Context: an optimization exercise on an open-source flow, tuned for small area, a short achievable clock period and few clock cycles per item. The choices shown serve that exercise and are no tape-out recipe.
In this exercise RTL edits were held to simulation tests only and were not proved equivalent to the original.

== onyx ==
==> flow/design.v (excerpt) <==
module ntt_barrett_modmul #(
    parameter int unsigned W   = 16,
    parameter int unsigned PW  = 16,
    parameter int unsigned LAT = ntt_barrett_modmul_pkg::PIPE_LAT
) (
    input  logic          clk,
    input  logic          reset,
    input  logic          cfg_load,
    input  logic [W-1:0]  cfg_q,
    output logic          cfg_busy,
    output logic          cfg_err,
    output logic          cfg_ready,
    input  logic          in_valid,
    output logic          in_ready,
    input  logic [W-1:0]  in_a,
    input  logic [W-1:0]  in_w,
    input  logic [PW-1:0] in_pass,
    output logic          out_valid,
    input  logic          out_ready,
    output logic [W-1:0]  out_data,
    output logic [PW-1:0] out_pass
);
    logic        cfg_ready_q;
    logic        cfg_err_q;
    logic        cfg_ok;
    logic        pipe_empty;
    logic        en;
    logic        fire;
    logic        c_rdy;
    logic        mu_rdy;
    logic [15:0] nqn_val;
    logic [15:0] cn_val;
    logic [17:0] mu_val;
    logic [3:0]  sh_val;
    logic        out_v_q;
    logic [15:0] out_d_q;
    logic [15:0] out_p_q;
    logic m0_1;
    logic m0_2;
    logic m0_3;
    logic m0_4;
    logic m0_5;
    logic m0_6;
    logic m0_7;
    logic m0_8;
    logic m0_9;
    logic m0_10;
    logic m0_11;
    logic m0_12;
    logic m0_13;
    logic m0_14;
    logic m0_15;
    logic m0_16;
    logic m0_17;
    logic m0_18;
    logic m0_19;
    logic m0_20;
    logic m0_21;
    logic m0_22;
    logic m0_23;
    logic m0_24;
    logic m0_25;
    logic m0_26;
    logic m0_27;
    logic m0_28;
    logic m0_29;
    logic m0_30;
    logic m0_31;
    logic m0_32;
    logic m0_33;
    logic m0_34;
    logic m0_35;
    logic m0_36;
    logic m0_37;
    logic m0_38;
    logic m0_39;
    logic m0_40;
    logic m0_41;
    logic m0_42;
    logic m0_43;
    logic m0_44;
    logic m0_45;
    logic m0_46;
    logic m0_47;
    logic m0_48;
    logic m0_49;
  ...
Size in the first run: ~4300 cells after synthesis, ~570 flip-flops, ~110 I/O pins, about 50000 um2 of cells after synthesis.
clock: 10.0 ns
lec_check: 0
cap_margin: 20
core_margin: 2
core_utilization: 40
cts_buf_list: sky130_fd_sc_hd__clkbuf_8 sky130_fd_sc_hd__clkbuf_16
cts_cluster_diameter: 100
cts_cluster_size: 20
setup_slack_margin: 5
slew_margin: 20
synth_hierarchical: 1
synth_minimum_keep_size: 0
run.sh (not shown) runs the stock make flow with config.mk's settings and CLKGATE_MAP_FILE= SYNTH_SCRIPT=/design/flow/synth_recipe.tcl, a recipe that flattens the netlist after the stock synthesis.
Testbench counts of onyx, summed over its fixed seeds: cycles 8,664, items 8,192.
Here is what was changed in the inputs of cedar compared with onyx.
Settings: CTS_BUF_LIST now sky130_fd_sc_hd__clkbuf_16, was sky130_fd_sc_hd__clkbuf_8 sky130_fd_sc_hd__clkbuf_16; CTS_CLUSTER_SIZE now 24, was 20.
--- outcome ---
cedar: buffer and inverter count on the worst path higher than onyx
On met2 layer usage reported by global route, onyx and cedar are basically level.
Compared with onyx, in cedar minimum hold slack shows a reduction of 0.0051 ns; sequential share of layout area shows no meaningful change; core occupancy in the finished layout shows no meaningful change; minimum setup slack among reg-to-reg paths shows an increase of 0.04 ns.
Every stage of the flow completed for cedar, and the final layout passed the timing, DRC and antenna checks.
onyx and cedar ended up with roughly the same number of library cell types mapped by synthesis.
| area added between synthesis and finish | onyx vs cedar | ≈ equal |
Comparing onyx and cedar, the higher worst path setup slack after routing is on cedar.
The inputs of delta differ from those of cedar as listed below.
Settings: CTS_BUF_LIST now sky130_fd_sc_hd__clkbuf_8 sky130_fd_sc_hd__clkbuf_16, was sky130_fd_sc_hd__clkbuf_16; CTS_CLUSTER_SIZE now 16, was 24.
- There was hardly any difference in achievable clock frequency between delta and cedar.
- The total routing resource utilization after global routing on delta is in line with that on cedar.
- Between delta and cedar, the post-route cell area does not differ in any meaningful way.
- Compared to cedar, delta has final critical-path setup slack 0.012 ns lower.
- The non-clock buffer count number comes out lower for cedar vs delta.
- delta falls short of cedar in wire length.
Here is what was changed in the inputs of juniper compared with delta.
Settings: CTS_BUF_LIST: sky130_fd_sc_hd__clkbuf_8 sky130_fd_sc_hd__clkbuf_16 -> sky130_fd_sc_hd__clkbuf_4 sky130_fd_sc_hd__clkbuf_8; CORE_UTILIZATION: 40 -> 60; CTS_CLUSTER_DIAMETER: 100 -> unset; PLACE_DENSITY: unset -> 0.75; CTS_CLUSTER_SIZE: 16 -> unset.
The flow did not stop early for juniper: all stages ran, and the layout cleared the timing, DRC and antenna checks.
Between juniper and delta, the sequential share of layout area does not differ in any meaningful way.
Measured against each other, delta and juniper differ in layout clock buffer count, the lower figure coming from delta.
Looking at delta and juniper, the final instance area is a wash.
Worst setup slack after placement across delta and juniper: no real change.
delta reports its highest layer used for signal routing as met4 while juniper reports met5.
Summary: with delta as the reference, number of well-tap cells placed in juniper moved down by more than a quarter.
Between delta and juniper, routed wire length is higher for delta, juniper comes in under that.
Higher fmax was reported by juniper, not delta.
The proportion of cell area occupied by multi-input gates of juniper exceeds that of delta by 0.17 points.

---

Starting RTL as in the previous note.
make LEC_CHECK=0 CAP_MARGIN=20 CORE_MARGIN=2 CORE_UTILIZATION=40 CTS_BUF_LIST=sky130_fd_sc_hd__clkbuf_16 CTS_CLUSTER_DIAMETER=80 CTS_CLUSTER_SIZE=20 SETUP_SLACK_MARGIN=5 SLEW_MARGIN=20 SYNTH_HIERARCHICAL=1 SYNTH_MINIMUM_KEEP_SIZE=0 finish   # period 10.0 ns
The first run went through all stages and came out clean.
Testbench counts at the start, summed over its fixed seeds: cycles 8,664, items 8,192.
Rerun with:
--- a/flow/config.mk
+++ b/flow/config.mk
@@ -11,3 +11 @@
-export CTS_BUF_LIST = sky130_fd_sc_hd__clkbuf_16
-export CTS_CLUSTER_DIAMETER = 80
-export CTS_CLUSTER_SIZE = 20
+export CTS_BUF_LIST = sky130_fd_sc_hd__clkbuf_4 sky130_fd_sc_hd__clkbuf_8
The changed run ran to the end with no violations.
Global-route usage goes up by 0.27 points.
Via count went up slightly.
Wire length increases slightly.
Synthesized cell count stays the same.
Count of clock-buffer cells in the layout came out higher by 82.
Utilization rises by 0.44 points.

[afterwards: timing with drivers on the ports]
Ports are ideal in the flow. The routed layouts listed here were re-timed in OpenROAD. Step 1 sets driving cells, clkbuf_16 on the clock port and buf_2 on the other inputs (assumed; they add their load-dependent delay and slew). Step 2 moves the port delays by t, midway between the first and last clock arrival at a register: inputs arrive t later, outputs are due t later. That takes back most of the time a late clock gives input paths. Slacks: ideal ports / drivers / drivers and shift; pairs: ideal ports / drivers.
run | shift t [ns] | slack for setup (ns) | worst setup path after step 2 | slew at the worst register clock pin (ns) | worst slew at a driven data input, ns
onyx | 0.689 | 5.024 / 5.024 / 4.391 | input to register | 0.10 / 0.10 | 0.06
cedar | 0.682 | 5.053 / 5.049 / 4.408 | input to register | 0.10 / 0.10 | 0.06
delta | 0.704 | 5.041 / 5.041 / 4.416 | input to register | 0.08 / 0.08 | 0.06
juniper | 0.790 | 5.057 / 5.026 / 4.389 | input to register | 0.08 / 0.08 | 0.04
the first run of note 2 | 0.702 | 4.999 / 4.999 / 4.415 | input to register | 0.09 / 0.09 | 0.06
the second run of note 2 | 0.847 | 5.060 / 5.047 / 4.278 | input to register | 0.08 / 0.08 | 0.07
After both steps setup and hold are still met in every run listed. For the second run of note 2, which loses most, drivers alone change the setup slack by -0.013 ns; drivers and shift together by -0.782 ns.
